This is an optimization exercise on Yosys and OpenROAD, whose aim is small area, not a production implementation.
Where RTL was checked, it was by simulation tests only, not by an equivalence proof against the original.
For run 3, only the layout was checked, not whether the RTL still works.
Power is estimated from default activity; no workload was simulated.

$ cat flow/run.sh
#!/bin/bash
# synth_recipe.tcl (not shown) runs the flow's synth.tcl, then flattens the netlist and writes it again
# the make line also repeats each setting of config.mk as NAME=value (left out here)
make -C /OpenROAD-flow-scripts/flow DESIGN_CONFIG=/design/flow/config.mk WORK_HOME=/design/flow/orfs CLKGATE_MAP_FILE= SYNTH_SCRIPT=/design/flow/synth_recipe.tcl finish
$ cat flow/config.mk
export PLATFORM = sky130hd
export DESIGN_NAME = yreg_file
export DESIGN_NICKNAME = yreg_file
export VERILOG_FILES = /design/flow/design.v
export SDC_FILE = /design/flow/constraint.sdc
export NUM_CORES = 4
export LEC_CHECK = 0
export CAP_MARGIN = 20
export CORE_MARGIN = 2
export CORE_UTILIZATION = 40
export SLEW_MARGIN = 20
$ cat flow/constraint.sdc
create_clock -name core_clock -period 7.0 [get_ports {clk}]
set_input_delay 1.4000 -clock core_clock [delete_from_list [all_inputs] [get_ports {clk}]]
set_output_delay 1.4000 -clock core_clock [all_outputs]
set_load 0.01 [all_outputs]
$ cat flow/design.v
module yreg_file #(
  parameter int WIDTH = 32,
  parameter int ADDR  = 5
) (
  input  logic             clk,
  input  logic             rst,
  input  logic [ADDR-1:0]  rn1,
  input  logic [ADDR-1:0]  rn2,
  input  logic [ADDR-1:0]  wn,
  input  logic [WIDTH-1:0] d,
  input  logic             w,
  output logic [WIDTH-1:0] rd1,
  output logic [WIDTH-1:0] rd2
);
  localparam int N = 2 ** ADDR;
  logic [WIDTH-1:0] tree1 [1:2*N-1];
  logic [WIDTH-1:0] tree2 [1:2*N-1];
  logic wrActive;
  logic hit1;
  logic hit2;
  assign wrActive = w && (wn != '0);
  assign hit1     = !rst && wrActive && (wn == rn1);
  assign hit2     = !rst && wrActive && (wn == rn2);
  genvar i, lv, j;
  for (i = 0; i < N; i++) begin : gReg
    logic [WIDTH-1:0] q;
    if (i == 0) begin : gZero
      assign q = '0;
    end else begin : gFf
      always_ff @(posedge clk or posedge rst) begin
        if (rst) begin
          q <= '0;
        end else if (wrActive && (wn == ADDR'(i))) begin
          q <= d;
        end
      end
    end
    assign tree1[N+i] = q;
    assign tree2[N+i] = q;
  end
  for (lv = 0; lv < ADDR; lv++) begin : gLevel
    for (j = 0; j < (2 ** lv); j++) begin : gNode
      localparam int K = (2 ** lv) + j;
      assign tree1[K] = rn1[ADDR-1-lv] ? tree1[2*K+1] : tree1[2*K];
      assign tree2[K] = rn2[ADDR-1-lv] ? tree2[2*K+1] : tree2[2*K];
    end
  end
  assign rd1 = rst ? '0 : (hit1 ? d : tree1[1]);
  assign rd2 = rst ? '0 : (hit2 ? d : tree2[1]);
endmodule
==> results of run 1 <==
worst max-delay path by stage:
stage,start,end,slack (ps)
2_1_floorplan,rst,rd2[30],-10820
3_3_place_gp,rn2[3],rd2[9],330
3_5_place_dp,rn2[3],rd2[9],340
4_1_cts,rn2[3],rd2[9],340
5_1_grt,rn2[3],rd2[9],120
6_report,rn2[3],rd2[9],190
worst max-delay path: cells and delay by family:
family,cells,cell delay (ps)
AO/OA/AOI/OAI,2,1040
buffers and inverters,3,1680
AND/OR/NAND/NOR,3,1270
power by group:
part	switching, mW	internal [mW]	total [mW]
logic	1.52	1.82	3.34
clock network	2.51	3.44	5.95
registers	0.826	6.86	7.69
total	4.86	12.1	17.0
cell usage in the layout (no fill, tap or decap), types with 56 or more instances in the layout:
master,instances
sky130_fd_sc_hd__a311oi_1,56
sky130_fd_sc_hd__buf_4,127
sky130_fd_sc_hd__clkbuf_16,113
sky130_fd_sc_hd__clkdlybuf4s50_1,90
sky130_fd_sc_hd__dfrtp_1,992
sky130_fd_sc_hd__mux2_2,1059
sky130_fd_sc_hd__mux2i_1,659
sky130_fd_sc_hd__mux4_2,95
sky130_fd_sc_hd__nand2_1,72
sky130_fd_sc_hd__nor2_1,117
sky130_fd_sc_hd__nor3_1,70
sky130_fd_sc_hd__o21ai_0,62
sky130_fd_sc_hd__o22ai_1,315
cell families (layout without fill, tap and decap cells):
logic type | Yosys count | in the layout | share of synthesized area
multiplexers | 1829 | 1829 | 0.384
flip-flops | 992 | 992 | 0.458
AO/OA/AOI/OAI | 571 | 571 | 0.0715
AND/OR/NAND/NOR | 442 | 442 | 0.0424
buffers and inverters | 441 | 477 | 0.0423
XOR/XNOR | 10 | 10 | 0.00162
other | 0 | 1 | 0
per-layer routing:
| metal | share of wire | wire length (um) | track usage |
|---|---|---|---|
| met5 | 0.00034 | 63 | 0 |
| met4 | 0.045 | 8250 | 0.109 |
| met3 | 0.074 | 13600 | 0.0563 |
| met2 | 0.45 | 82500 | 0.405 |
| met1 | 0.43 | 79900 | 0.364 |
metrics by stage:
stage               area (um2)  power (mW)  TNS (ps)   util
floorplan                54200        10.1  -8314480      -
global placement         57000        11.0         0  0.422
detailed placement       57100        11.1         0  0.423
CTS                      60800        17.1         0  0.450
global route             60700        17.7         0  0.450
finish                   60700        17.0         0  0.450
final cells by class:
| type | count | area (um2) | area share |
|---|---|---|---|
| well taps | 1781 | 2230 | 0.0367 |
| multi-input cells | 2852 | 27400 | 0.451 |
| clock inverters | 28 | 275 | 0.00453 |
| inverters | 3 | 15.0 | 0.000247 |
| diodes | 1 | 2.50 | 0.0000412 |
| clock buffers | 181 | 3420 | 0.0564 |
| flip-flops and latches | 992 | 24800 | 0.409 |
| repair buffers | 265 | 2530 | 0.0417 |
==> qor.txt, run 1 <==
======================================================================================
Initial core utilization                                                         0.402
Peak clock frequency supported by timing                                     0.147 GHz
CTS tree                                                                          done
Post-synth top cells                                                      1,059 x sky130_fd_sc_hd__mux2_2, 992 x sky130_fd_sc_hd__dfrtp_1, 659 x sky130_fd_sc_hd__mux2i_1, 315 x sky130_fd_sc_hd__o22ai_1, 176 x sky130_fd_sc_hd__buf_2
Largest cells by area after synthesis                                     sky130_fd_sc_hd__dfrtp_1 46%, sky130_fd_sc_hd__mux2_2 22%, sky130_fd_sc_hd__mux2i_1 12%, sky130_fd_sc_hd__mux4_2 3.9%, sky130_fd_sc_hd__o22ai_1 3.6%
Flip-flop count of the largest register, all copies and words added                992
DRC violation count after routing                                                    0
Average footprint of a synthesized cell                                       12.7 um2
Data arrival time of the critical path                                         5410 ps
Cts bufs inserted                                                                  112
Post-synthesis instance area                                                54,200 um2
DR iter-0 viols                                                                  3,599
Top-area cell type share of the netlist area                                     0.458
Number of enable-type register cells in the synthesized netlist                      0
Async SR Flop Fraction                                                            1.00
Most numerous cell on the critical path                                   sky130_fd_sc_hd__clkdlybuf4s50_1
R2R Setup Slk                                                                  6170 ps
Number of filler instances in the final layout                                  12,300
Category of the worst setup path capture point                              output pin
Primary FF master, synth                                                  sky130_fd_sc_hd__dfrtp_1
Clock tree buffer depth                                                              3
Share of cells above drive strength 1                                            0.361
Required time reported for the critical path endpoint                          5600 ps
Reg clk slew, reported paths                                                     50 ps
Final hold violation count                                                           0
Smallest setup slack after layout                                               185 ps
Antenna Violating Nets Remaining                                                     0
Final critical path time including I/O delays and setup                        6810 ps
Cts repair resizes                                                                   0
Worst r2r dst                                                             gReg[4].q[29]
Total Routing Usage GR                                                           0.265
Leakage power figure                                                           26.8 nW
Final wirelength                                                            184,000 um
Outcome                                                       timing/DRC/antenna clean
Worst Reg2Reg Path Length in Cells                                                   1
Routed length per placed instance                                              30.2 um
Largest fanout on the critical path                                                 21
Maximum VDD drop                                                            0.000198 V
Largest stage delay on the critical path                                        880 ps
Dpl cells                                                                        5,892
Cell count after synthesis                                                       4,285
Number of placement rows                                                           135
Series of cell instances along the critical path                          clkdlybuf4s50_1, nand2b_1, buf_4, or3_2, o22ai_1, nor3_1, a311oi_1, clkdlybuf4s50_1
Post CTS Setup Buffer Count                                                          0
Post-synthesis cell type with the largest combined area                   sky130_fd_sc_hd__dfrtp_1
Part of the Yosys area used for sequential elements                              0.458
Final Non-Filler Cells                                                           6,103
Total via count in the routed design                                            38,000
Die Y-Extent                                                                    372 um
Worst slack after detailed placement                                            338 ps
Syn nets                                                                         4,335
Slew Limit Headroom                                                              0.183
Htree depth                                                                          3
Die Outline Area                                                           139,000 um2
Residual overflow from global routing                                                0
Post-Route Skew                                                                   0 ps
HPWL Detailed                                                               113,000 um
Root cell of the clock tree                                               sky130_fd_sc_hd__clkbuf_16
Crit path launch type                                                        input pin
Via count of the first global-routing pass                                      38,000
Slew at the pin with the worst max-slew slack                                  1220 ps
Reg with most FFs                                                               gReg.q
Drt first pass iters                                                                 5
X dimension of the die                                                          372 um
Number of max-slew violations in the final report                                    0
Startpoint of the most critical register-to-register path                 gReg[4].q[29]
Cell with the biggest individual delay on the critical path               sky130_fd_sc_hd__or3_2
Worst skew pair latency                                                         740 ps
Hold Buf Count CTS                                                                   0
Count of maximum capacitance violations                                              0
Antenna violations before repair                                                    10
Crit path kind                                                            input pin to output pin
Final #Nets                                                                      4,276
Number of warning messages in the yosys log                                          3
Top flop regs                                                              gReg.q x992
Largest net degree at the start of global routing                                  185
Average via count per standard cell                                               6.22
Hold endpoint                                                             gReg[4].q[27]
Worst Hold Launch                                                         gReg[4].q[27]
Most used standard cell by instance count after synthesis                 sky130_fd_sc_hd__mux2_2
Count of endpoints failing setup in the final report                                 0
Post-synth cell types                                                               52
Min-Delay Path Class                                                      flop to flop
Core footprint                                                             135,000 um2
Worst Hold Slack                                                                513 ps
Boundary Pins                                                                      114
Hold path cells                                                                      1
Wire length of the first global-routing pass                                269,000 um
Final worst path period share                                                    0.974
Clock Sinks                                                                        992
Weighted congestion reported at the end of routability-driven placement          0.871
Synthesized flop and latch total                                                   992
IO Port Bufs                                                                       113
Area growth from synthesis to layout                                             11.9%
Power per cell area                                                         280 nW/um2
RSZ-0062 raised after global routing                                                no
======================================================================================
==> inputs of run 2 (changes only) <==
==> flow/design.v (replaced) <==
module yreg_file #(
  parameter int WIDTH = 32,
  parameter int ADDR  = 5
) (
  input  logic             clk,
  input  logic             rst,
  input  logic [ADDR-1:0]  rn1,
  input  logic [ADDR-1:0]  rn2,
  input  logic [ADDR-1:0]  wn,
  input  logic [WIDTH-1:0] d,
  input  logic             w,
  output logic [WIDTH-1:0] rd1,
  output logic [WIDTH-1:0] rd2
);
  localparam int N = 2 ** ADDR;
  logic [N-1:1] we;      
  logic [N-1:1] valid;   
  logic [N-1:1] sel1;    
  logic [N-1:1] sel2;    
  logic         hit1;    
  logic         hit2;    
  logic [WIDTH-1:0] q [1:N-1];
  assign hit1 = !rst && w && (wn != '0) && (wn == rn1);
  assign hit2 = !rst && w && (wn != '0) && (wn == rn2);
  genvar i;
  for (i = 1; i < N; i++) begin : gReg
    assign we[i] = w && (wn == ADDR'(i));
    always_ff @(posedge clk or posedge rst) begin
      if (rst) begin
        valid[i] <= 1'b0;
      end else if (we[i]) begin
        valid[i] <= 1'b1;
      end
    end
    always_ff @(posedge clk) begin
      if (we[i]) begin
        q[i] <= d;
      end
    end
    assign sel1[i] = !rst && valid[i] && !we[i] && (rn1 == ADDR'(i));
    assign sel2[i] = !rst && valid[i] && !we[i] && (rn2 == ADDR'(i));
  end
  always_comb begin
    rd1 = hit1 ? d : '0;
    rd2 = hit2 ? d : '0;
    for (int k = 1; k < N; k++) begin
      rd1 = rd1 | (sel1[k] ? q[k] : '0);
      rd2 = rd2 | (sel2[k] ? q[k] : '0);
    end
  end
endmodule
==> qor.txt, run 2 <==
======================================================================================
Synthesized flop and latch total                                                 1,023   +3.1%
Required time reported for the critical path endpoint                          5600 ps   about the same
Flip-flop count of the largest register, all copies and words added                992   unchanged
Startpoint of the most critical register-to-register path                    valid[11]
Share of cells above drive strength 1                                            0.162   -0.200
Top flop regs                                                             q x992, valid x31
Largest cells by area after synthesis                                     sky130_fd_sc_hd__edfxtp_1 68%, sky130_fd_sc_hd__a22oi_1 10%, sky130_fd_sc_hd__a221oi_1 3.8%, sky130_fd_sc_hd__a22o_1 3.5%, sky130_fd_sc_hd__nand4_1 1.8%
Antenna Violating Nets Remaining                                                     0   unchanged
Part of the Yosys area used for sequential elements                              0.697   +0.239
Post-synthesis instance area                                                43,900 um2   -19%
Post-synthesis cell type with the largest combined area                   sky130_fd_sc_hd__edfxtp_1
CTS tree                                                                          done
Worst r2r dst                                                                valid[11]
Total Routing Usage GR                                                           0.401   +0.136
Via count of the first global-routing pass                                      35,000   -8.0%
Crit path launch type                                                        input pin
Power per cell area                                                         252 nW/um2   -10%
DR iter-0 viols                                                                  9,325   +160%
Crit path kind                                                            input pin to output pin
Initial core utilization                                                         0.403   +0.00109
Root cell of the clock tree                                               sky130_fd_sc_hd__clkbuf_16
Die Outline Area                                                           112,000 um2   -19%
End point of the critical path                                                  rd2[6]
Clock Sinks                                                                      1,023   +3.1%
Top-area cell type share of the netlist area                                     0.679   +0.221
Final wirelength                                                            231,000 um   +25%
Setup TNS Final                                                                   0 ps   unchanged
Reg with most FFs                                                                    q
Count of maximum capacitance violations                                              0   unchanged
Cell-internal power                                                            10.2 mW   -16%
Peak clock frequency supported by timing                                     0.146 GHz   -0.65%
Number of max-slew violations in the final report                                    0   unchanged
Weighted congestion reported at the end of routability-driven placement          0.979   +12%
Switching power summed over all nets                                           3.05 mW   -37%
Drt first pass iters                                                                13   +8
Syn nets                                                                         2,963   -32%
Final critical path time including I/O delays and setup                        6860 ps   +44.9 ps
Area growth from synthesis to layout                                             20.4%
Most used standard cell by instance count after synthesis                 sky130_fd_sc_hd__edfxtp_1
Cts repair resizes                                                                   0   unchanged
Worst Hold Slack                                                                528 ps   +14.4 ps
Slew at the pin with the worst max-slew slack                                  1270 ps   +51.4 ps
Sequential share of power                                                        0.515   +0.062
Cell count after synthesis                                                       2,913   -32%
Min-Delay Path Class                                                      flop to flop
Number of enable-type register cells in the synthesized netlist                    992   +992
Most used cells in the layout excluding fill and tap cells                992 x sky130_fd_sc_hd__edfxtp_1, 591 x sky130_fd_sc_hd__a22oi_1, 190 x sky130_fd_sc_hd__a221oi_1, 186 x sky130_fd_sc_hd__buf_4, 176 x sky130_fd_sc_hd__a22o_1
Clock tree buffer depth                                                              3   unchanged
Post-synth top cells                                                      992 x sky130_fd_sc_hd__edfxtp_1, 591 x sky130_fd_sc_hd__a22oi_1, 190 x sky130_fd_sc_hd__a221oi_1, 176 x sky130_fd_sc_hd__a22o_1, 137 x sky130_fd_sc_hd__buf_2
Htree depth                                                                          3   unchanged
Async SR Flop Fraction                                                          0.0303   -0.970
Hold Buf Count CTS                                                                   0   unchanged
IO Port Bufs                                                                       113   unchanged
R2R Setup Slk                                                                  6070 ps   -100 ps
Category of the worst setup path capture point                              output pin
Average via count per standard cell                                               8.04   +29%
Worst skew pair latency                                                         700 ps   -40 ps
Leading cell type in the layout, fill and taps excluded                   sky130_fd_sc_hd__edfxtp_1
Slew Limit Headroom                                                              0.148   -0.0344
Count of endpoints failing setup in the final report                                 0   unchanged
Average footprint of a synthesized cell                                       15.1 um2   +19%
Total via count in the routed design                                            37,500   -1.3%
Final hold violation count                                                           0   unchanged
Data arrival time of the critical path                                         5460 ps   +50 ps
Logic pwr share                                                                  0.057   -0.140
Largest fanout on the critical path                                                 16   -24%
Outcome                                                       timing/DRC/antenna clean
Clock network fraction of design power                                           0.428   +0.078
Reg clk slew, reported paths                                                     60 ps   about the same
Routed length per placed instance                                              49.5 um   +64%
Number of warning messages in the yosys log                                          2   -1
RSZ-0062 raised after global routing                                                no
Primary FF master, synth                                                  sky130_fd_sc_hd__edfxtp_1
Post-Route Skew                                                                   0 ps   unchanged
Core footprint                                                             109,000 um2   -19%
Post CTS Setup Buffer Count                                                          0   unchanged
First element of the critical path                                               wn[0]
Residual overflow from global routing                                                0   unchanged
Maximum VDD drop                                                            0.000196 V   -1.3%
Wire length of the first global-routing pass                                305,000 um   +13%
DRC violation count after routing                                                    0   unchanged
Largest net degree at the start of global routing                                   34   -82%
Post-synth cell types                                                               57   +9.6%
Boundary Pins                                                                      114   unchanged
Cts bufs inserted                                                                  105   -6.3%
Leakage power figure                                                           16.3 nW   -39%
Number of filler instances in the final layout                                   9,199   -25%
Switching share of power                                                         0.230   -0.0566
Die Y-Extent                                                                    335 um   -10%
Final worst path period share                                                    0.980   +0.00641
Antenna violations before repair                                                    12   +2
X dimension of the die                                                          335 um   -10%
HPWL Detailed                                                               124,000 um   +10%
Worst Reg2Reg Path Length in Cells                                                   1   unchanged
Final #Nets                                                                      3,205   -25%
Number of placement rows                                                           121   -10%
======================================================================================
## run 2: cell types whose count changed in the layout (fill, tap and decap cells not counted), moves of 315 or more
| cell | delta |
|---|---|
| sky130_fd_sc_hd__mux2_2 | -1059 |
| sky130_fd_sc_hd__edfxtp_1 | +992 |
| sky130_fd_sc_hd__dfrtp_1 | -961 |
| sky130_fd_sc_hd__mux2i_1 | -659 |
| sky130_fd_sc_hd__a22oi_1 | +558 |
| sky130_fd_sc_hd__o22ai_1 | -315 |
## run 2: worst min path at each step
stage / start / endpoint / cells past startpoint
floorplan: valid[30] / valid[30] / 2
global placement: valid[12] / valid[12] / 2
detailed placement: valid[30] / valid[30] / 2
CTS: valid[30] / valid[30] / 2
global route: valid[30] / valid[30] / 2
finish: valid[31] / valid[31] / 2
## run 2: cells by family after synthesis
group | share of synthesized area
buffers and inverters | 0.0276
AND/OR/NAND/NOR | 0.0643
flip-flops | 0.697
XOR/XNOR | 0.00200
AO/OA/AOI/OAI | 0.209
## run 2: final cells by class
cell class / instances / area, um2 / area share
Antenna cell: 7 / 17.5 / 0.000332
Clock buffer: 129 / 2780 / 0.0527
Clock inverter: 64 / 611 / 0.0116
Inverter: 29 / 109 / 0.00206
Multi-Input combinational cell: 1628 / 13000 / 0.247
Sequential cell: 1023 / 30600 / 0.579
Tap cell: 1414 / 1770 / 0.0335
Timing Repair Buffer: 368 / 3910 / 0.0741
## run 2: power by group through the flow
stage          clock network (mW)  logic, mW  registers [mW]
3_5_place_dp                    0      0.722            6.97
3_3_place_gp                    0      0.718            6.97
4_1_cts                      5.66      0.725            6.84
5_1_grt                      5.90      0.764            6.85
2_1_floorplan                   0      0.252            6.95
6_report                     5.68      0.756            6.85
## run 2: metrics by stage
| step | cell area [um2] | total power [mW] | setup WS [ps] | cells | utilization |
|---|---|---|---|---|---|
| after floorplan | 43900 | 7.20 | 681 | 2913 | - |
| final | 52800 | 13.3 | 140 | 4662 | 0.485 |
| after CTS | 52800 | 13.2 | 283 | 4655 | 0.485 |
| after global routing | 52800 | 13.5 | 146 | 4656 | 0.485 |
| after detailed placement | 49400 | 7.69 | 324 | 4462 | 0.454 |
| after global placement | 49300 | 7.69 | 105 | 4460 | 0.453 |
## run 2: routing by layer
layer | share of wire | up-vias | track usage
met1 | 0.33 | 18100 | 0.503
met5 | 0.00061 | - | 0
met4 | 0.089 | 14 | 0.266
met3 | 0.18 | 1385 | 0.170
li1 | - | 13100 | -
met2 | 0.40 | 4867 | 0.563
## run 2: critical path, cell delays in order
cell and delay [ps]:
sky130_fd_sc_hd__clkdlybuf4s50_1 730, sky130_fd_sc_hd__nor2_2 70, sky130_fd_sc_hd__buf_4 290, sky130_fd_sc_hd__a211oi_1 250, sky130_fd_sc_hd__nand4_1 900, sky130_fd_sc_hd__buf_4 550, sky130_fd_sc_hd__o2111ai_1 210, sky130_fd_sc_hd__or4_1 380
sky130_fd_sc_hd__clkdlybuf4s50_1 640
==> inputs of run 3 (changes only) <==
--- a/flow/design.v
+++ b/flow/design.v
@@ -40,12 +40,52 @@
     assign sel1[i] = !rst && valid[i] && !we[i] && (rn1 == ADDR'(i));
     assign sel2[i] = !rst && valid[i] && !we[i] && (rn2 == ADDR'(i));
   end
-  always_comb begin
-    rd1 = hit1 ? d : '0;
-    rd2 = hit2 ? d : '0;
-    for (int k = 1; k < N; k++) begin
-      rd1 = rd1 | (sel1[k] ? q[k] : '0);
-      rd2 = rd2 | (sel2[k] ? q[k] : '0);
+  localparam int G = (N + 2) / 3;    
+  logic [N-1:0] s1, s2;
+  logic [WIDTH-1:0] x [0:N-1];
+  assign s1 = {sel1, hit1};
+  assign s2 = {sel2, hit2};
+  assign x[0] = d;
+  for (i = 1; i < N; i++) begin : gX
+    assign x[i] = q[i];
+  end
+  genvar b, g;
+  for (b = 0; b < WIDTH; b++) begin : gBit
+    logic [G-1:0] n1, n2;
+    for (g = 0; g < G; g++) begin : gGrp
+      if (3 * g + 2 < N) begin : g3
+        yreg_aoi222 u1 (.a0(s1[3*g]), .b0(x[3*g][b]), .a1(s1[3*g+1]), .b1(x[3*g+1][b]),
+                        .a2(s1[3*g+2]), .b2(x[3*g+2][b]), .y(n1[g]));
+        yreg_aoi222 u2 (.a0(s2[3*g]), .b0(x[3*g][b]), .a1(s2[3*g+1]), .b1(x[3*g+1][b]),
+                        .a2(s2[3*g+2]), .b2(x[3*g+2][b]), .y(n2[g]));
+      end else begin : g2
+        yreg_aoi22 u1 (.a0(s1[3*g]), .b0(x[3*g][b]), .a1(s1[3*g+1]), .b1(x[3*g+1][b]),
+                       .y(n1[g]));
+        yreg_aoi22 u2 (.a0(s2[3*g]), .b0(x[3*g][b]), .a1(s2[3*g+1]), .b1(x[3*g+1][b]),
+                       .y(n2[g]));
+      end
     end
+    yreg_nand #(.W(G)) u1 (.a(n1), .y(rd1[b]));
+    yreg_nand #(.W(G)) u2 (.a(n2), .y(rd2[b]));
   end
 endmodule
+module yreg_aoi222 (
+  input  logic a0, b0, a1, b1, a2, b2,
+  output logic y
+);
+  assign y = !((a0 && b0) || (a1 && b1) || (a2 && b2));
+endmodule
+module yreg_aoi22 (
+  input  logic a0, b0, a1, b1,
+  output logic y
+);
+  assign y = !((a0 && b0) || (a1 && b1));
+endmodule
+module yreg_nand #(
+  parameter int W = 11
+) (
+  input  logic [W-1:0] a,
+  output logic         y
+);
+  assign y = !(&a);
+endmodule
--- a/flow/config.mk
+++ b/flow/config.mk
@@ -7,5 +7,8 @@
 export LEC_CHECK = 0
 export CAP_MARGIN = 20
 export CORE_MARGIN = 2
-export CORE_UTILIZATION = 40
+export CORE_UTILIZATION = 65
+export CTS_BUF_LIST = sky130_fd_sc_hd__clkbuf_4 sky130_fd_sc_hd__clkbuf_8
 export SLEW_MARGIN = 20
+export SYNTH_HIERARCHICAL = 1
+export SYNTH_MINIMUM_KEEP_SIZE = 0
==> qor.txt, run 3 <==
======================================================================================
Final critical path time including I/O delays and setup                        6930 ps   +67.1 ps
Post-synthesis instance area                                                40,600 um2   -7.4%
Top flop regs                                                             q x992, valid x31
Final #Nets                                                                      2,677   -16%
Antenna violations before repair                                                    10   -2
Maximum VDD drop                                                            0.000245 V   +25%
Antenna Violating Nets Remaining                                                     0   unchanged
Post-Place Cell Area                                                        44,500 um2   -10%
Cts bufs inserted                                                                  160   +52%
Drt first pass iters                                                                14   +1
R2R Setup Slk                                                                  6180 ps   +110 ps
Htree depth                                                                          4   +1
Largest cells by area after synthesis                                     sky130_fd_sc_hd__edfxtp_1 73%, sky130_fd_sc_hd__a222oi_1 16%, sky130_fd_sc_hd__nand4_1 2.0%, sky130_fd_sc_hd__a22oi_2 2.0%, sky130_fd_sc_hd__dfrtp_1 1.9%
Peak clock frequency supported by timing                                     0.144 GHz   -0.97%
Synthesized flop and latch total                                                 1,023   unchanged
RSZ-0062 raised after global routing                                                no
Slew Limit Headroom                                                              0.181   +0.0325
Async SR Flop Fraction                                                          0.0303   unchanged
Boundary Pins                                                                      114   unchanged
DRC violation count after routing                                                    0   unchanged
Leading cell type in the layout, fill and taps excluded                   sky130_fd_sc_hd__edfxtp_1
Die Outline Area                                                            64,500 um2   -43%
Post-Route Skew                                                                   0 ps   unchanged
Initial core utilization                                                         0.658   +0.255
Root cell of the clock tree                                               sky130_fd_sc_hd__clkbuf_8
Cell count after synthesis                                                       2,227   -24%
Setup TNS Final                                                                   0 ps   unchanged
Data arrival time of the critical path                                         5530 ps   +70 ps
X dimension of the die                                                          254 um   -24%
Reg with most FFs                                                                    q
Worst Reg2Reg Path Length in Cells                                                   1   unchanged
Post-synthesis cell type with the largest combined area                   sky130_fd_sc_hd__edfxtp_1
Required time reported for the critical path endpoint                          5600 ps   about the same
Syn nets                                                                         2,277   -23%
Post-synth cell types                                                               33   -42%
Number of max-slew violations in the final report                                    0   unchanged
Final Power                                                                    12.6 mW   -5.0%
First element of the critical path                                               wn[1]
Area growth from synthesis to layout                                             17.3%
Largest net degree at the start of global routing                                   37   +8.8%
Fin util                                                                         0.772   +0.287
Number of enable-type register cells in the synthesized netlist                    992   unchanged
Leakage power figure                                                           14.9 nW   -8.1%
Series of cell instances along the critical path                          clkdlybuf4s50_1, or2_1, o21ai_0, nor3_2, buf_4, a222oi_1, nand3_1, or3_1, clkdlybuf4s50_1
Primary FF master, synth                                                  sky130_fd_sc_hd__edfxtp_1
Power per cell area                                                         265 nW/um2   +5.2%
Largest fanout on the critical path                                                 22   +6
Worst skew pair latency                                                         820 ps   +120 ps
Final hold violation count                                                           0   unchanged
Residual overflow from global routing                                                0   unchanged
Most used cells in the layout excluding fill and tap cells                992 x sky130_fd_sc_hd__edfxtp_1, 640 x sky130_fd_sc_hd__a222oi_1, 177 x sky130_fd_sc_hd__clkbuf_8, 140 x sky130_fd_sc_hd__buf_4, 129 x sky130_fd_sc_hd__nand4_1
Crit path launch type                                                        input pin
Number of filler instances in the final layout                                   3,613   -61%
HPWL Detailed                                                                83,300 um   -33%
Reg clk slew, reported paths                                                     60 ps   about the same
Worst r2r dst                                                                 valid[6]
Cts repair resizes                                                                   0   unchanged
Number of placement rows                                                            91   -25%
Most used standard cell by instance count after synthesis                 sky130_fd_sc_hd__edfxtp_1
CTS tree                                                                          done
Weighted congestion reported at the end of routability-driven placement          0.948   -3.1%
Via count of the first global-routing pass                                      31,700   -9.6%
Total via count in the routed design                                            32,200   -14%
Min-Delay Path Class                                                      flop to flop
Number of warning messages in the yosys log                                         11   +9
Post-synth top cells                                                      992 x sky130_fd_sc_hd__edfxtp_1, 640 x sky130_fd_sc_hd__a222oi_1, 129 x sky130_fd_sc_hd__nand4_1, 71 x sky130_fd_sc_hd__nand3_1, 69 x sky130_fd_sc_hd__or3_1
Final worst path period share                                                    0.990   +0.00959
End point of the critical path                                                 rd1[18]
Total Routing Usage GR                                                           0.492   +0.0908
Area taken by flip-flops and latches                                        30,600 um2   unchanged
Clock tree buffer depth                                                              3   unchanged
Core footprint                                                              61,700 um2   -43%
Most numerous cell on the critical path                                   sky130_fd_sc_hd__clkdlybuf4s50_1
Hold path cells                                                                      1   -1
Startpoint of the most critical register-to-register path                     valid[6]
DR iter-0 viols                                                                  9,135   -2.0%
Cell with the biggest individual delay on the critical path               sky130_fd_sc_hd__or2_1
Post-layout instance area                                                   47,700 um2   -9.7%
Share of cells above drive strength 1                                            0.217   +0.0550
Area of the multi-input gates                                               10,500 um2   -19%
Routed length per placed instance                                              44.2 um   -11%
Hold Buf Count CTS                                                                   0   unchanged
Category of the worst setup path capture point                              output pin
Flip-flop count of the largest register, all copies and words added                992   unchanged
Count of endpoints failing setup in the final report                                 0   unchanged
Count of maximum capacitance violations                                              0   unchanged
Average footprint of a synthesized cell                                       18.2 um2   +21%
Final wirelength                                                            159,000 um   -31%
Top-area cell type share of the netlist area                                     0.733   +0.0540
Outcome                                                       timing/DRC/antenna clean
Crit path kind                                                            input pin to output pin
Die Y-Extent                                                                    254 um   -24%
IO Port Bufs                                                                       113   unchanged
Part of the Yosys area used for sequential elements                              0.752   +0.0554
Largest stage delay on the critical path                                        820 ps   -80 ps
Slew at the pin with the worst max-slew slack                                  1230 ps   -48.6 ps
Wire length of the first global-routing pass                                218,000 um   -29%
Post CTS Setup Buffer Count                                                          0   unchanged
Average via count per standard cell                                               8.96   +11%
Clock Sinks                                                                      1,023   unchanged
======================================================================================
## run 3: changes by cell type after synthesis, moves of 55 or more
| cell | change |
|---|---|
| sky130_fd_sc_hd__clkbuf_1 | -66 |
| sky130_fd_sc_hd__a22oi_2 | +64 |
| sky130_fd_sc_hd__a221oi_1 | -190 |
| sky130_fd_sc_hd__buf_2 | -128 |
| sky130_fd_sc_hd__a22o_1 | -176 |
| sky130_fd_sc_hd__nand2_1 | -104 |
| sky130_fd_sc_hd__a222oi_1 | +640 |
| sky130_fd_sc_hd__nor3_1 | +55 |
| sky130_fd_sc_hd__a22oi_1 | -591 |
| sky130_fd_sc_hd__or3_1 | +66 |
## run 3: modules after synthesis (local to each module, per instance), a selection
module | flip-flops and latches | area, um2
yreg_aoi222 | 0 | 10.0
yreg_aoi22 | 0 | 12.5
yreg_file | 1023 | 31900
## run 3: final cells by class
cell class | count | area share
Clock inverter | 58 | 0.00743
Tap cell | 837 | 0.0220
Sequential cell | 1023 | 0.641
Timing Repair Buffer | 260 | 0.0483
Antenna cell | 6 | 0.000315
Multi-Input combinational cell | 1181 | 0.221
Inverter | 1 | 0.0000788
Clock buffer | 232 | 0.0598
## run 3: kinds of logic after synthesis
logic type	after synthesis	share of synthesized area
simple gates	435	0.0610
flops	1023	0.752
compound gates	736	0.182
xor+xnor	10	0.00216
buf+inv	23	0.00286
## run 3: routing by layer
layer  vias to the layer above  GRT usage  wire length, um
met3                       937      0.261            33700
met4                        14      0.294            11700
met1                     15400      0.617            48500
met2                      3984      0.675            64900
li1                      11800          -                -
met5                         -    0.00849              206
## run 3: worst min path at each step
stage / startpoint / slack (ps) / endpoint
6_report: valid[19] / 470 / valid[19]
3_5_place_dp: valid[24] / 450 / valid[24]
3_3_place_gp: valid[24] / 440 / valid[24]
4_1_cts: valid[21] / 460 / valid[21]
2_1_floorplan: valid[16] / 430 / valid[16]
5_1_grt: valid[21] / 470 / valid[21]
## run 3: critical path: cells and delay by family
family	cells	cell delay, ps
AND/OR/NAND/NOR	4	1810
AO/OA/AOI/OAI	2	560
buffers and inverters	3	1720
## run 3: metrics by stage
step	std cells	setup slack, ps	hold slack [ps]
floorplan	2227	136	426
global placement	3302	425	441
detailed placement	3302	376	446
CTS	3592	383	462
global route	3593	91.3	467
finish	3598	73.3	465
## run 3: where the power goes
group          internal (mW)  total [mW]  switching [mW]
logic                  0.237       0.685           0.448
registers               6.83        6.89          0.0548
clock network           2.70        5.04            2.35
total                   9.76        12.6            2.85
==> inputs of run 4 (changes only) <==
--- a/flow/design.v
+++ b/flow/design.v
@@ -51,22 +51,17 @@
   end
   genvar b, g;
   for (b = 0; b < WIDTH; b++) begin : gBit
-    logic [G-1:0] n1, n2;
-    for (g = 0; g < G; g++) begin : gGrp
-      if (3 * g + 2 < N) begin : g3
-        yreg_aoi222 u1 (.a0(s1[3*g]), .b0(x[3*g][b]), .a1(s1[3*g+1]), .b1(x[3*g+1][b]),
-                        .a2(s1[3*g+2]), .b2(x[3*g+2][b]), .y(n1[g]));
-        yreg_aoi222 u2 (.a0(s2[3*g]), .b0(x[3*g][b]), .a1(s2[3*g+1]), .b1(x[3*g+1][b]),
-                        .a2(s2[3*g+2]), .b2(x[3*g+2][b]), .y(n2[g]));
-      end else begin : g2
-        yreg_aoi22 u1 (.a0(s1[3*g]), .b0(x[3*g][b]), .a1(s1[3*g+1]), .b1(x[3*g+1][b]),
-                       .y(n1[g]));
-        yreg_aoi22 u2 (.a0(s2[3*g]), .b0(x[3*g][b]), .a1(s2[3*g+1]), .b1(x[3*g+1][b]),
-                       .y(n2[g]));
-      end
+    logic [G-2:0] n1, n2;
+    for (g = 0; g < G - 1; g++) begin : gGrp
+      yreg_aoi222 u1 (.a0(s1[3*g]), .b0(x[3*g][b]), .a1(s1[3*g+1]), .b1(x[3*g+1][b]),
+                      .a2(s1[3*g+2]), .b2(x[3*g+2][b]), .y(n1[g]));
+      yreg_aoi222 u2 (.a0(s2[3*g]), .b0(x[3*g][b]), .a1(s2[3*g+1]), .b1(x[3*g+1][b]),
+                      .a2(s2[3*g+2]), .b2(x[3*g+2][b]), .y(n2[g]));
     end
-    yreg_nand #(.W(G)) u1 (.a(n1), .y(rd1[b]));
-    yreg_nand #(.W(G)) u2 (.a(n2), .y(rd2[b]));
+    yreg_fin #(.W(G-1)) u1 (.n(n1), .a0(s1[N-2]), .b0(x[N-2][b]), .a1(s1[N-1]), .b1(x[N-1][b]),
+                            .y(rd1[b]));
+    yreg_fin #(.W(G-1)) u2 (.n(n2), .a0(s2[N-2]), .b0(x[N-2][b]), .a1(s2[N-1]), .b1(x[N-1][b]),
+                            .y(rd2[b]));
   end
 endmodule
 module yreg_aoi222 (
@@ -75,17 +70,12 @@
 );
   assign y = !((a0 && b0) || (a1 && b1) || (a2 && b2));
 endmodule
-module yreg_aoi22 (
-  input  logic a0, b0, a1, b1,
-  output logic y
-);
-  assign y = !((a0 && b0) || (a1 && b1));
-endmodule
-module yreg_nand #(
-  parameter int W = 11
+module yreg_fin #(
+  parameter int W = 10
 ) (
-  input  logic [W-1:0] a,
+  input  logic [W-1:0] n,
+  input  logic         a0, b0, a1, b1,
   output logic         y
 );
-  assign y = !(&a);
+  assign y = !(&n) || (a0 && b0) || (a1 && b1);
 endmodule
==> flow/flow/run.sh (new file) <==
#!/bin/bash
# The standard flow (standard synthesis unchanged), with three layout changes:
#  - ports are buffered with buf_2 instead of the slow delay buffer the
#    resizer picks by default;
#  - CTS clusters up to 24 sinks per leaf buffer, uses clkbuf_8/16 and
#    inserts no dummy loads.
set -uo pipefail
bash standard.sh \
  "BUFFER_PORTS_ARGS=-buffer_cell sky130_fd_sc_hd__buf_2" \
  "CTS_ARGS=-sink_clustering_enable -repair_clock_nets -dont_use_dummy_load -buf_list {sky130_fd_sc_hd__clkbuf_8 sky130_fd_sc_hd__clkbuf_16} -sink_clustering_size 24 -sink_clustering_max_diameter 80" \
  finish > standard_flow.log 2>&1
==> flow/standard.sh (new file) <==
#!/bin/bash
# synth_recipe.tcl (not shown) runs the flow's synth.tcl, then flattens the netlist and writes it again
# the make line also repeats each setting of config.mk as NAME=value (left out here)
make -C /OpenROAD-flow-scripts/flow DESIGN_CONFIG=/design/flow/config.mk WORK_HOME=/design/flow/orfs CLKGATE_MAP_FILE= SYNTH_SCRIPT=/design/flow/synth_recipe.tcl "${@:-finish}"
--- a/flow/config.mk
+++ b/flow/config.mk
@@ -8,7 +8,6 @@
 export CAP_MARGIN = 20
 export CORE_MARGIN = 2
 export CORE_UTILIZATION = 65
-export CTS_BUF_LIST = sky130_fd_sc_hd__clkbuf_4 sky130_fd_sc_hd__clkbuf_8
 export SLEW_MARGIN = 20
 export SYNTH_HIERARCHICAL = 1
 export SYNTH_MINIMUM_KEEP_SIZE = 0
removed: flow/run.sh
==> qor.txt, run 4 <==
======================================================================================
Die Outline Area                                                            64,500 um2   unchanged
Min-Delay Path Class                                                      flop to flop
Post CTS Setup Buffer Count                                                          0   unchanged
DR iter-0 viols                                                                  7,711   -16%
Hold path cells                                                                      1   unchanged
Crit path launch type                                                        input pin
Most used cells in the layout excluding fill and tap cells                992 x sky130_fd_sc_hd__edfxtp_1, 640 x sky130_fd_sc_hd__a222oi_1, 129 x sky130_fd_sc_hd__nand4_1, 113 x sky130_fd_sc_hd__buf_2, 103 x sky130_fd_sc_hd__buf_4
Final wirelength                                                            142,000 um   -11%
HPWL Detailed                                                                78,200 um   -6.1%
Post-Route Skew                                                                   0 ps   unchanged
Largest cells by area after synthesis                                     sky130_fd_sc_hd__edfxtp_1 73%, sky130_fd_sc_hd__a222oi_1 16%, sky130_fd_sc_hd__nand4_1 2.0%, sky130_fd_sc_hd__dfrtp_1 1.9%, sky130_fd_sc_hd__or4_4 1.8%
Leading cell type in the layout, fill and taps excluded                   sky130_fd_sc_hd__edfxtp_1
Share of synthesized cell area in and, or, nand and nor gates                   0.0669   +0.00591
Logic pwr share                                                                  0.061   +0.007
Area share of fa/ha/maj cells after synthesis                                        0   unchanged
Share of cells above drive strength 1                                            0.181   -0.0361
Syn nets                                                                         2,277   unchanged
Largest net degree at the start of global routing                                   34   -8.1%
Cell count after synthesis                                                       2,227   unchanged
Top-area cell type share of the netlist area                                     0.733   unchanged
Final worst path period share                                                    0.907   -0.0827
Peak clock frequency supported by timing                                     0.158 GHz   +9.1%
Routed length per placed instance                                              42.9 um   -2.9%
Average footprint of a synthesized cell                                       18.2 um2   unchanged
Reg with most FFs                                                                    q
Htree depth                                                                          2   -2
Hold endpoint                                                                valid[26]
Outcome                                                       timing/DRC/antenna clean
Part of the Yosys area used for sequential elements                              0.752   unchanged
Switching share of power                                                         0.219   -0.00718
Post-Place Cell Area                                                        43,400 um2   -2.3%
Synthesized-area fraction occupied by ao, oa, aoi and oai cells                  0.176   -0.00591
Clock Sinks                                                                      1,023   unchanged
Share of cell area taken by muxes after synthesis                                    0   unchanged
Top flop regs                                                             q x992, valid x31
Cts repair resizes                                                                   0   unchanged
Initial core utilization                                                         0.658   unchanged
R2R Setup Slk                                                                  6190 ps   about the same
Weighted congestion reported at the end of routability-driven placement          0.963   +1.5%
Antenna violations before repair                                                     8   -2
Async SR Flop Fraction                                                          0.0303   unchanged
Final #Nets                                                                      2,522   -5.8%
Boundary Pins                                                                      114   unchanged
Post-synth cell types                                                               34   +3.0%
Final hold violation count                                                           0   unchanged
Crit path kind                                                            input pin to output pin
Post-synthesis instance area                                                40,600 um2   unchanged
Die Y-Extent                                                                    254 um   unchanged
Startpoint of the most critical register-to-register path                    valid[27]
Cell-internal power                                                            8.27 mW   -15%
Clock network fraction of design power                                           0.289   -0.111
Number of max-slew violations in the final report                                    0   unchanged
Drt first pass iters                                                                13   -1
Leakage power figure                                                           13.9 nW   -7.2%
Slew at the pin with the worst max-slew slack                                  1120 ps   -109 ps
Primary FF master, synth                                                  sky130_fd_sc_hd__edfxtp_1
Flip-flop count of the largest register, all copies and words added                992   unchanged
Post-synthesis cell type with the largest combined area                   sky130_fd_sc_hd__edfxtp_1
Worst r2r dst                                                                valid[27]
Data arrival time of the critical path                                         4950 ps   -580 ps
Final Power                                                                    10.6 mW   -16%
X dimension of the die                                                          254 um   unchanged
Antenna Violating Nets Remaining                                                     0   unchanged
Via count of the first global-routing pass                                      28,800   -9.2%
Sequential share of power                                                        0.650   +0.104
Worst skew pair latency                                                         620 ps   -200 ps
Reg clk slew, reported paths                                                     80 ps   +20 ps
Hold Buf Count CTS                                                                   0   unchanged
Total Routing Usage GR                                                           0.435   -0.0564
Maximum VDD drop                                                            0.000272 V   +11%
Area taken by flip-flops and latches                                        30,600 um2   unchanged
Switching power summed over all nets                                           2.31 mW   -19%
DRC violation count after routing                                                    0   unchanged
CTS tree                                                                          done
Synthesized flop and latch total                                                 1,023   unchanged
Setup TNS Final                                                                   0 ps   unchanged
Final critical path time including I/O delays and setup                        6350 ps   -579 ps
Most used standard cell by instance count after synthesis                 sky130_fd_sc_hd__edfxtp_1
Worst Reg2Reg Path Length in Cells                                                   1   unchanged
Combinational family with the most area after synthesis                   compound AO/OA/AOI/OAI gates
IO Port Bufs                                                                       113   unchanged
Area of the multi-input gates                                               10,500 um2   -0.30%
Total via count in the routed design                                            29,800   -7.6%
Residual overflow from global routing                                                0   unchanged
Slew Limit Headroom                                                              0.256   +0.0749
Number of warning messages in the yosys log                                         11   unchanged
Post-layout instance area                                                   44,700 um2   -6.3%
Root cell of the clock tree                                               sky130_fd_sc_hd__clkbuf_16
Area growth from synthesis to layout                                             9.98%
RSZ-0062 raised after global routing                                                no
Post-synth top cells                                                      992 x sky130_fd_sc_hd__edfxtp_1, 640 x sky130_fd_sc_hd__a222oi_1, 129 x sky130_fd_sc_hd__nand4_1, 75 x sky130_fd_sc_hd__nand2_1
Worst Hold Launch                                                            valid[26]
Power per cell area                                                         237 nW/um2   -10%
Category of the worst setup path capture point                              output pin
Number of enable-type register cells in the synthesized netlist                    992   unchanged
Number of placement rows                                                            91   unchanged
Required time reported for the critical path endpoint                          5600 ps   about the same
Wire length of the first global-routing pass                                198,000 um   -9.2%
Cts bufs inserted                                                                   49   -69%
Count of maximum capacitance violations                                              0   unchanged
Core footprint                                                              61,700 um2   unchanged
Parity-gate share of the synthesized area counting xor and xnor cells          0.00216   unchanged
Number of filler instances in the final layout                                   3,862   +6.9%
Average via count per standard cell                                               8.99   +0.42%
Clock tree buffer depth                                                              3   unchanged
Count of endpoints failing setup in the final report                                 0   unchanged
Largest fanout on the critical path                                                 32   +45%
======================================================================================
## run 4: worst max path at each step
stage                          to  startpoint  slack, ps  depth (start not counted)
after floorplan            rd2[0]         rst        220                          6
after detailed placement  rd1[16]       wn[2]        810                          9
final                     rd1[16]       wn[2]        650                          9
after global placement    rd2[16]       wn[2]        850                          9
after CTS                 rd1[16]       wn[2]        800                          9
after global routing      rd1[22]       wn[2]        630                          9
## run 4: cell type report
class | count | area share
Antenna cell | 2 | 0.000112
Clock buffer | 49 | 0.0274
Inverter | 1 | 0.0000840
Multi-Input combinational cell | 1181 | 0.235
Sequential cell | 1023 | 0.684
Tap cell | 837 | 0.0234
Timing Repair Buffer | 216 | 0.0300
## run 4: worst max-delay path: stages
cell and delay, ps:
sky130_fd_sc_hd__buf_2 170, sky130_fd_sc_hd__nand4b_1 690, sky130_fd_sc_hd__o21ai_0 630, sky130_fd_sc_hd__nor3_2 80, sky130_fd_sc_hd__buf_4 330, sky130_fd_sc_hd__a222oi_1 490
sky130_fd_sc_hd__nand4_1 360, sky130_fd_sc_hd__or4_4 590, sky130_fd_sc_hd__buf_2 160
## run 4: power by group through the flow
stage	clock (mW)	combinational [mW]	sequential (mW)
after floorplan	0	0.288	6.99
after global placement	0	0.606	7.00
after detailed placement	0	0.621	7.01
after CTS	3.03	0.623	6.87
after global routing	3.23	0.669	6.88
final	3.06	0.649	6.88
## run 4: logic make-up (layout without fill, tap and decap cells)
logic type / after synthesis / after routing
xor gates and xnor gates: 10 / 10
and+or+nand+nor: 435 / 435
buffers and inverters: 23 / 266
AOI/OAI and AO/OA: 736 / 736
DFF: 1023 / 1023
other: 0 / 2
## run 4: metal layers
metal,up-vias,part of all wire,track usage,wire length (um)
li1,11400,-,-,-
met1,14500,0.32,0.582,45300
met2,3245,0.44,0.650,62600
met3,625,0.18,0.155,26100
met4,8,0.056,0.195,7960
met5,-,0.00039,0,55
## run 4: stage by stage
| step | utilization | hold slack (ps) | worst slack [ps] | std cells |
|---|---|---|---|---|
| finish | 0.724 | 469 | 652 | 3309 |
| global route | 0.724 | 479 | 627 | 3309 |
| CTS | 0.724 | 466 | 803 | 3307 |
| detailed placement | 0.704 | 445 | 806 | 3258 |
| global placement | 0.704 | 444 | 850 | 3258 |
| floorplan | - | 426 | 215 | 2227 |
## run 4: per-module statistics from Yosys, one instance, submodules excluded, a selection
module       area [um2]  flops+latches
yreg_file         31900           1023
yreg_aoi222        10.0              0
==> inputs of run 5 (changes only) <==
--- a/flow/design.v
+++ b/flow/design.v
@@ -58,10 +58,17 @@
       yreg_aoi222 u2 (.a0(s2[3*g]), .b0(x[3*g][b]), .a1(s2[3*g+1]), .b1(x[3*g+1][b]),
                       .a2(s2[3*g+2]), .b2(x[3*g+2][b]), .y(n2[g]));
     end
-    yreg_fin #(.W(G-1)) u1 (.n(n1), .a0(s1[N-2]), .b0(x[N-2][b]), .a1(s1[N-1]), .b1(x[N-1][b]),
-                            .y(rd1[b]));
-    yreg_fin #(.W(G-1)) u2 (.n(n2), .a0(s2[N-2]), .b0(x[N-2][b]), .a1(s2[N-1]), .b1(x[N-1][b]),
-                            .y(rd2[b]));
+    logic [2:0] p1, p2;
+    yreg_nand4 u1a (.a(n1[3:0]), .y(p1[0]));
+    yreg_nand4 u1b (.a(n1[7:4]), .y(p1[1]));
+    yreg_nand4 u2a (.a(n2[3:0]), .y(p2[0]));
+    yreg_nand4 u2b (.a(n2[7:4]), .y(p2[1]));
+    yreg_last u1c (.n0(n1[8]), .n1(n1[9]), .a0(s1[N-2]), .b0(x[N-2][b]),
+                   .a1(s1[N-1]), .b1(x[N-1][b]), .y(p1[2]));
+    yreg_last u2c (.n0(n2[8]), .n1(n2[9]), .a0(s2[N-2]), .b0(x[N-2][b]),
+                   .a1(s2[N-1]), .b1(x[N-1][b]), .y(p2[2]));
+    yreg_or3 u1d (.a(p1), .y(rd1[b]));
+    yreg_or3 u2d (.a(p2), .y(rd2[b]));
   end
 endmodule
 module yreg_aoi222 (
@@ -70,12 +77,21 @@
 );
   assign y = !((a0 && b0) || (a1 && b1) || (a2 && b2));
 endmodule
-module yreg_fin #(
-  parameter int W = 10
-) (
-  input  logic [W-1:0] n,
-  input  logic         a0, b0, a1, b1,
-  output logic         y
+module yreg_nand4 (
+  input  logic [3:0] a,
+  output logic       y
 );
-  assign y = !(&n) || (a0 && b0) || (a1 && b1);
+  assign y = !(&a);
 endmodule
+module yreg_last (
+  input  logic n0, n1, a0, b0, a1, b1,
+  output logic y
+);
+  assign y = !(n0 && n1 && !((a0 && b0) || (a1 && b1)));
+endmodule
+module yreg_or3 (
+  input  logic [2:0] a,
+  output logic       y
+);
+  assign y = |a;
+endmodule
==> qor.txt, run 5 <==
======================================================================================
Post-synthesis cell type with the largest combined area                   sky130_fd_sc_hd__edfxtp_1
Die Outline Area                                                            64,000 um2   -0.77%
Startpoint of the most critical register-to-register path                    valid[21]
Area growth from synthesis to layout                                             10.5%
Hold endpoint                                                                valid[12]
Outcome                                                       timing/DRC/antenna clean
Post-Place Cell Area                                                        43,300 um2   -0.35%
Post-synth top cells                                                      992 x sky130_fd_sc_hd__edfxtp_1, 640 x sky130_fd_sc_hd__a222oi_1, 129 x sky130_fd_sc_hd__nand4_1, 71 x sky130_fd_sc_hd__nand3_1, 69 x sky130_fd_sc_hd__or3_1
Data arrival time of the critical path                                         4690 ps   -260 ps
Number of max-slew violations in the final report                                    0   unchanged
IO Port Bufs                                                                       113   unchanged
DRC violation count after routing                                                    0   unchanged
Average footprint of a synthesized cell                                       18.1 um2   -0.79%
Number of filler instances in the final layout                                   3,798   -1.7%
Number of enable-type register cells in the synthesized netlist                    992   unchanged
Primary FF master, synth                                                  sky130_fd_sc_hd__edfxtp_1
Area share of fa/ha/maj cells after synthesis                                        0   unchanged
Average via count per standard cell                                               9.12   +1.4%
Parity-gate share of the synthesized area counting xor and xnor cells          0.00217   +0.0000171
CTS tree                                                                          done
Share of cell area taken by muxes after synthesis                                    0   unchanged
Residual overflow from global routing                                                0   unchanged
Cell count after synthesis                                                       2,227   unchanged
Post-synthesis instance area                                                40,300 um2   -0.79%
Drt first pass iters                                                                14   +1
Initial core utilization                                                         0.656   -0.00277
Post-synth cell types                                                               33   -2.9%
Combinational family with the most area after synthesis                   compound AO/OA/AOI/OAI gates
Top flop regs                                                             q x992, valid x31
Share of cells above drive strength 1                                            0.165   -0.0154
Most used standard cell by instance count after synthesis                 sky130_fd_sc_hd__edfxtp_1
R2R Setup Slk                                                                  6180 ps   about the same
HPWL Detailed                                                                88,200 um   +13%
Slew Limit Headroom                                                              0.251   -0.00479
Top-area cell type share of the netlist area                                     0.739   +0.00583
Worst skew pair latency                                                         590 ps   -30 ps
Number of warning messages in the yosys log                                         11   unchanged
Clock Sinks                                                                      1,023   unchanged
Maximum VDD drop                                                            0.000229 V   -16%
Worst r2r dst                                                                valid[21]
Clock tree buffer depth                                                              3   unchanged
Post-Route Skew                                                                   0 ps   unchanged
Final worst path period share                                                    0.870   -0.0364
Total Routing Usage GR                                                           0.440   +0.00499
Hold Buf Count CTS                                                                   0   unchanged
Root cell of the clock tree                                               sky130_fd_sc_hd__clkbuf_16
Reg with most FFs                                                                    q
Crit path launch type                                                        input pin
Most used cells in the layout excluding fill and tap cells                992 x sky130_fd_sc_hd__edfxtp_1, 640 x sky130_fd_sc_hd__a222oi_1, 134 x sky130_fd_sc_hd__buf_4, 129 x sky130_fd_sc_hd__nand4_1, 113 x sky130_fd_sc_hd__buf_2
Cts repair resizes                                                                   0   unchanged
Leading cell type in the layout, fill and taps excluded                   sky130_fd_sc_hd__edfxtp_1
Final wirelength                                                            142,000 um   about the same
Wire length of the first global-routing pass                                199,000 um   +0.81%
Area taken by flip-flops and latches                                        30,600 um2   unchanged
Share of synthesized cell area in and, or, nand and nor gates                   0.0614   -0.00543
Synthesized flop and latch total                                                 1,023   unchanged
RSZ-0062 raised after global routing                                                no
Final Non-Filler Cells                                                           3,294   -0.45%
Core footprint                                                              61,500 um2   -0.37%
Total via count in the routed design                                            30,000   +0.97%
Via count of the first global-routing pass                                      29,200   +1.7%
X dimension of the die                                                          253 um   -0.39%
Post CTS Setup Buffer Count                                                          0   unchanged
Flip-flop count of the largest register, all copies and words added                992   unchanged
Routed length per placed instance                                              43.1 um   +0.41%
Antenna Violating Nets Remaining                                                     0   unchanged
Hold path cells                                                                      1   unchanged
Area of the multi-input gates                                               10,200 um2   -3.0%
Required time reported for the critical path endpoint                          5600 ps   about the same
Count of maximum capacitance violations                                              0   unchanged
Weighted congestion reported at the end of routability-driven placement          0.959   -0.44%
Dpl cells                                                                        3,241   -0.52%
Async SR Flop Fraction                                                          0.0303   unchanged
Setup TNS Final                                                                   0 ps   unchanged
Synthesized-area fraction occupied by ao, oa, aoi and oai cells                  0.175   -0.000590
Count of endpoints failing setup in the final report                                 0   unchanged
Min-Delay Path Class                                                      flop to flop
Htree depth                                                                          2   unchanged
Syn nets                                                                         2,277   unchanged
DR iter-0 viols                                                                  8,026   +4.1%
Reg clk slew, reported paths                                                     80 ps   about the same
Die Y-Extent                                                                    253 um   -0.39%
Peak clock frequency supported by timing                                     0.164 GHz   +4.2%
Category of the worst setup path capture point                              output pin
Worst Reg2Reg Path Length in Cells                                                   1   unchanged
Largest net degree at the start of global routing                                   34   unchanged
Number of placement rows                                                            91   unchanged
Post-layout instance area                                                   44,500 um2   -0.31%
Boundary Pins                                                                      114   unchanged
Leakage power figure                                                           13.8 nW   -0.29%
Final #Nets                                                                      2,553   +1.2%
Largest fanout on the critical path                                                 32   unchanged
Final hold violation count                                                           0   unchanged
Worst Hold Launch                                                            valid[12]
Crit path kind                                                            input pin to output pin
Final critical path time including I/O delays and setup                        6090 ps   -255 ps
Largest cells by area after synthesis                                     sky130_fd_sc_hd__edfxtp_1 74%, sky130_fd_sc_hd__a222oi_1 16%, sky130_fd_sc_hd__nand4_1 2.0%, sky130_fd_sc_hd__dfrtp_1 1.9%, sky130_fd_sc_hd__a22oi_1 1.2%
Cts bufs inserted                                                                   49   unchanged
Slew at the pin with the worst max-slew slack                                  1120 ps   +1.10 ps
Part of the Yosys area used for sequential elements                              0.758   +0.00598
Power per cell area                                                         236 nW/um2   -0.43%
Antenna violations before repair                                                     7   -1
======================================================================================
[run 5: cell count changes after synthesis]
cell,change
sky130_fd_sc_hd__a22o_1,-64
sky130_fd_sc_hd__a22oi_1,+64
sky130_fd_sc_hd__nand2_1,-64
sky130_fd_sc_hd__nand3_1,+64
sky130_fd_sc_hd__or3_1,+64
sky130_fd_sc_hd__or4_4,-64
[run 5: worst max-delay path: stages]
cell and delay, ps:
sky130_fd_sc_hd__buf_2 190, sky130_fd_sc_hd__inv_1 310, sky130_fd_sc_hd__buf_4 320, sky130_fd_sc_hd__nand3_1 420
sky130_fd_sc_hd__nor3_2 80, sky130_fd_sc_hd__buf_4 320, sky130_fd_sc_hd__a222oi_1 670, sky130_fd_sc_hd__nand4_1 290
sky130_fd_sc_hd__or3_1 500, sky130_fd_sc_hd__buf_2 170
[run 5: cells by family after synthesis]
kind of cell / count (synthesis)
AND/OR/NAND/NOR: 435
XOR/XNOR: 10
buffers and inverters: 23
flip-flops: 1023
AO/OA/AOI/OAI: 736
[run 5: metal layers]
metal | up-vias | global-route usage | wire length (um)
li1 | 11500 | - | -
met1 | 14800 | 0.553 | 45200
met2 | 3130 | 0.658 | 62800
met3 | 694 | 0.165 | 23800
met4 | 6 | 0.263 | 10100
met5 | - | 0 | 36
[run 5: area by class of cell]
type                    instances  share of cell area
inverters                       1           0.0000843
well taps                     790              0.0222
clock buffers                  49              0.0275
diodes                          3            0.000169
repair buffers                247              0.0353
multi-input cells            1181               0.229
flip-flops and latches       1023               0.686
[run 5: per-stage QoR]
stage	total power, mW	hold WS [ps]	worst slack (ps)	utilization
6_report	10.5	473	907	0.724
2_1_floorplan	7.25	426	172	-
4_1_cts	10.5	471	1030	0.724
5_1_grt	10.7	486	855	0.724
3_3_place_gp	7.56	441	1090	0.704
3_5_place_dp	7.58	449	1050	0.704
[run 5: Yosys stat by module (local to each module, per instance)]
module / cells inside / copies in the design
yreg_or3: 1 / 64
yreg_last: 2 / 64
yreg_aoi222: 1 / 640
yreg_nand4: 1 / 128
yreg_file: 1267 / 1
[run 5: how the worst max path moves through the flow]
stage	startpoint	endpoint	slack [ps]	cells after the start
2_1_floorplan	rst	rd2[0]	170	6
3_3_place_gp	rst	rd2[12]	1090	10
3_5_place_dp	rst	rd2[12]	1050	10
4_1_cts	rst	rd2[12]	1030	10
5_1_grt	wn[2]	rd1[4]	860	9
6_report	rst	rd2[12]	910	10
[run 5: power by group]
group	internal, mW	switching, mW	total [mW]
combinational	0.168	0.425	0.593
clock	1.25	1.79	3.04
sequential	6.82	0.0568	6.88
==> inputs of run 6 (changes only) <==
==> flow/flow/run.sh (replaced) <==
#!/bin/bash
# The standard flow (standard synthesis unchanged), with these layout changes:
#  - ports are buffered with buf_2 instead of the slow delay buffer the
#    resizer picks by default;
#  - CTS clusters up to 24 sinks per leaf buffer, uses clkbuf_8/16 and
#    inserts no dummy loads;
#  - after global routing, cells off the critical paths are downsized
#    (repair_timing -recover_power 100).
set -uo pipefail
bash standard.sh \
  "BUFFER_PORTS_ARGS=-buffer_cell sky130_fd_sc_hd__buf_2" \
  "CTS_ARGS=-sink_clustering_enable -repair_clock_nets -dont_use_dummy_load -buf_list {sky130_fd_sc_hd__clkbuf_8 sky130_fd_sc_hd__clkbuf_16} -sink_clustering_size 24 -sink_clustering_max_diameter 80" \
  RECOVER_POWER=100 \
  finish > standard_flow.log 2>&1
--- a/flow/config.mk
+++ b/flow/config.mk
@@ -7,7 +7,7 @@
 export LEC_CHECK = 0
 export CAP_MARGIN = 20
 export CORE_MARGIN = 2
-export CORE_UTILIZATION = 65
+export CORE_UTILIZATION = 55
 export SLEW_MARGIN = 20
 export SYNTH_HIERARCHICAL = 1
 export SYNTH_MINIMUM_KEEP_SIZE = 0
==> qor.txt, run 6 <==
======================================================================================
Outcome                                                                   finished with violations
Layout checks that failed                                                 max-capacitance violations, max-slew violations
Post CTS Setup Buffer Count                                                          0   unchanged
Final wirelength                                                            152,000 um   +6.9%
Htree depth                                                                          2   unchanged
Total via count in the routed design                                            29,500   -1.7%
Worst skew pair latency                                                         640 ps   +50 ps
Drt first pass iters                                                                10   -4
Slew Limit Headroom                                                              -1.30   -1.55
Syn nets                                                                         2,277   unchanged
Post-synth cell types                                                               33   unchanged
Power per cell area                                                         239 nW/um2   +1.5%
RSZ-0062 raised after global routing                                                no
Share of cells above drive strength 1                                            0.103   -0.0622
X dimension of the die                                                          275 um   +8.6%
Async SR Flop Fraction                                                          0.0303   unchanged
Most used standard cell by instance count after synthesis                 sky130_fd_sc_hd__edfxtp_1
Maximum VDD drop                                                            0.000240 V   +4.8%
Final critical path time including I/O delays and setup                        6520 ps   +429 ps
Slew at the pin with the worst max-slew slack                                  3450 ps   +2340 ps
Area growth from synthesis to layout                                             10.0%
Final worst path period share                                                    0.932   +0.0613
Count of maximum capacitance violations                                             53   +53
IO Port Bufs                                                                       113   unchanged
Cts repair resizes                                                                   0   unchanged
Largest fanout on the critical path                                                 23   -28%
Largest net degree at the start of global routing                                   34   unchanged
Post-Place Cell Area                                                        43,400 um2   +0.18%
Average via count per standard cell                                               8.58   -6.0%
Required time reported for the critical path endpoint                          5600 ps   about the same
Number of enable-type register cells in the synthesized netlist                    992   unchanged
Post-Route Skew                                                                   0 ps   unchanged
Part of the Yosys area used for sequential elements                              0.758   unchanged
Smallest setup slack after layout                                               478 ps   -429 ps
Synthesized flop and latch total                                                 1,023   unchanged
Final Power                                                                    10.6 mW   +1.1%
Count of endpoints failing setup in the final report                                 0   unchanged
Post-synth top cells                                                      992 x sky130_fd_sc_hd__edfxtp_1, 640 x sky130_fd_sc_hd__a222oi_1, 129 x sky130_fd_sc_hd__nand4_1, 71 x sky130_fd_sc_hd__nand3_1, 69 x sky130_fd_sc_hd__or3_1
Boundary Pins                                                                      114   unchanged
Setup TNS Final                                                                   0 ps   unchanged
DRC violation count after routing                                                    0   unchanged
Crit path kind                                                            input pin to output pin
Top-area cell type share of the netlist area                                     0.739   unchanged
Antenna Violating Nets Remaining                                                     0   unchanged
CTS tree                                                                          done
Number of filler instances in the final layout                                   5,357   +41%
Primary FF master, synth                                                  sky130_fd_sc_hd__edfxtp_1
Cts bufs inserted                                                                   51   +4.1%
Initial core utilization                                                         0.554   -0.101
Routed length per placed instance                                              44.0 um   +2.2%
Clock tree buffer depth                                                              3   unchanged
Top flop regs                                                             q x992, valid x31
Die Outline Area                                                            75,500 um2   +18%
Peak clock frequency supported by timing                                     0.153 GHz   -6.6%
Largest cells by area after synthesis                                     sky130_fd_sc_hd__edfxtp_1 74%, sky130_fd_sc_hd__a222oi_1 16%, sky130_fd_sc_hd__nand4_1 2.0%, sky130_fd_sc_hd__dfrtp_1 1.9%, sky130_fd_sc_hd__a22oi_1 1.2%
Post-synthesis cell type with the largest combined area                   sky130_fd_sc_hd__edfxtp_1
Reg with most FFs                                                                    q
Final #Nets                                                                      2,530   -0.90%
Post-synthesis instance area                                                40,300 um2   unchanged
Residual overflow from global routing                                                0   unchanged
Worst Hold Slack                                                                465 ps   -8.76 ps
Cell count after synthesis                                                       2,227   unchanged
Wire length of the first global-routing pass                                207,000 um   +4.0%
Crit path launch type                                                        input pin
Worst slack after detailed placement                                            945 ps   -104 ps
Die Y-Extent                                                                    275 um   +8.6%
Dpl cells                                                                        3,386   +4.5%
Leakage power figure                                                           13.3 nW   -4.1%
Fin util                                                                         0.610   -0.115
Data arrival time of the critical path                                         5120 ps   +430 ps
Number of warning messages in the yosys log                                         11   unchanged
Leading cell type in the layout, fill and taps excluded                   sky130_fd_sc_hd__edfxtp_1
HPWL Detailed                                                                81,500 um   -7.6%
Category of the worst setup path capture point                              output pin
Post-layout instance area                                                   44,300 um2   -0.43%
Total Routing Usage GR                                                           0.395   -0.0452
Antenna violations before repair                                                    16   +9
Weighted congestion reported at the end of routability-driven placement          0.932   -2.8%
Via count of the first global-routing pass                                      28,600   -2.3%
Number of placement rows                                                            99   +8.8%
Reg clk slew, reported paths                                                     70 ps   about the same
Final Non-Filler Cells                                                           3,444   +4.6%
Hold Buf Count CTS                                                                   0   unchanged
Number of max-slew violations in the final report                                1,544   +1,544
Core footprint                                                              72,700 um2   +18%
DR iter-0 viols                                                                  7,457   -7.1%
Min-Delay Path Class                                                      flop to flop
Most used cells in the layout excluding fill and tap cells                992 x sky130_fd_sc_hd__edfxtp_1, 640 x sky130_fd_sc_hd__a222oi_1, 129 x sky130_fd_sc_hd__nand4_1, 125 x sky130_fd_sc_hd__clkbuf_1, 71 x sky130_fd_sc_hd__nand3_1
Average footprint of a synthesized cell                                       18.1 um2   unchanged
Root cell of the clock tree                                               sky130_fd_sc_hd__clkbuf_16
Clock Sinks                                                                      1,023   unchanged
Flip-flop count of the largest register, all copies and words added                992   unchanged
Final hold violation count                                                           0   unchanged
======================================================================================
==> run 6: cell counts after synthesis <==
No cell type changed its count.
==> run 6: path summary, 6_finish.rpt <==
path	slack (ps)	from	to	cells past startpoint
hold reg to reg	460	valid[26]	valid[26]	1
setup / recovery	480	wn[0]	rd2[9]	9
max in group asynchronous	4930	rst	valid[25]	3
setup reg to reg	6170	valid[31]	valid[31]	1
min in group asynchronous	820	rst	valid[18]	2
hold / removal	460	valid[26]	valid[26]	1
==> run 6: area by class of cell <==
type	instances	area, um2	area share
Clock buffer	51	1280	0.0288
Sequential cell	1023	30600	0.689
Inverter	1	3.75	0.0000846
Multi-Input combinational cell	1181	10100	0.228
Timing Repair Buffer	222	1170	0.0264
Antenna cell	7	17.5	0.000395
Tap cell	959	1200	0.0271
==> run 6: critical path, stage by stage <==
cell and delay (ps):
sky130_fd_sc_hd__clkbuf_1 230, sky130_fd_sc_hd__nand2b_1 720, sky130_fd_sc_hd__o21ai_0 390, sky130_fd_sc_hd__nor3_2 1080, sky130_fd_sc_hd__buf_4 560, sky130_fd_sc_hd__a222oi_1 170, sky130_fd_sc_hd__nand3_1 150, sky130_fd_sc_hd__or3_1 210
sky130_fd_sc_hd__clkbuf_1 170
==> run 6: where the power goes <==
part	switching (mW)	internal [mW]	total, mW
Combinational	0.449	0.150	0.599
Clock	1.84	1.30	3.14
Sequential	0.0534	6.83	6.88
==> run 6: per-module statistics from Yosys (local to each module, per instance) <==
module / copies in the design / cells
yreg_last: 64 / 2
yreg_nand4: 128 / 1
yreg_aoi222: 640 / 1
yreg_or3: 64 / 1
yreg_file: 1 / 1267
==> run 6: routing by layer <==
layer / vias up / routed length [um] / GRT usage
met3: 578 / 24800 / 0.129
met5: - / 244 / 0.0163
met2: 2788 / 66400 / 0.588
met1: 14700 / 52200 / 0.531
met4: 14 / 7970 / 0.183
li1: 11400 / - / -
==> run 6: logic make-up after synthesis <==
| kind of cell | after synthesis | synth area share |
|---|---|---|
| AO/OA/AOI/OAI | 736 | 0.175 |
| XOR/XNOR | 10 | 0.00217 |
| buffers and inverters | 23 | 0.00289 |
| flip-flops | 1023 | 0.758 |
| AND/OR/NAND/NOR | 435 | 0.0614 |

[afterwards: timing with drivers on the ports]
Ports are ideal in the flow. The routed layouts listed here were re-timed in OpenROAD. Step 1, drivers: a clkbuf_16 drives clk and a buf_2 each remaining input, both assumed. Step 2 moves the port delays by t, midway between the first and last clock arrival at a register: inputs arrive t later, outputs are due t later. That takes back most of the time a late clock gives input paths. Slacks: ideal ports / drivers / drivers and shift; pairs: ideal ports / drivers.
run	shift t [ns]	setup WS [ns]	worst data-port slew with drivers (ns)	slew violations	cell pins on the clock port's net
run 1	0.811	0.185 / 0.107 / 0.107	0.17	0 / 0	1
run 2	0.780	0.140 / 0.113 / 0.113	0.15	0 / 0	1
run 3	0.874	0.073 / 0.049 / 0.049	0.16	0 / 0	1
run 4	0.685	0.652 / 0.628 / 0.628	0.10	0 / 0	1
run 5	0.684	0.907 / 0.840 / 0.840	0.14	0 / 0	1
run 6	0.698	0.478 / 0.445 / 0.445	0.08	1544 / 1545	1
With drivers on, slew violations rise in run 6. The setup slack of run 1, which loses most, moves by -0.078 ns with the drivers and by -0.078 ns with both steps.
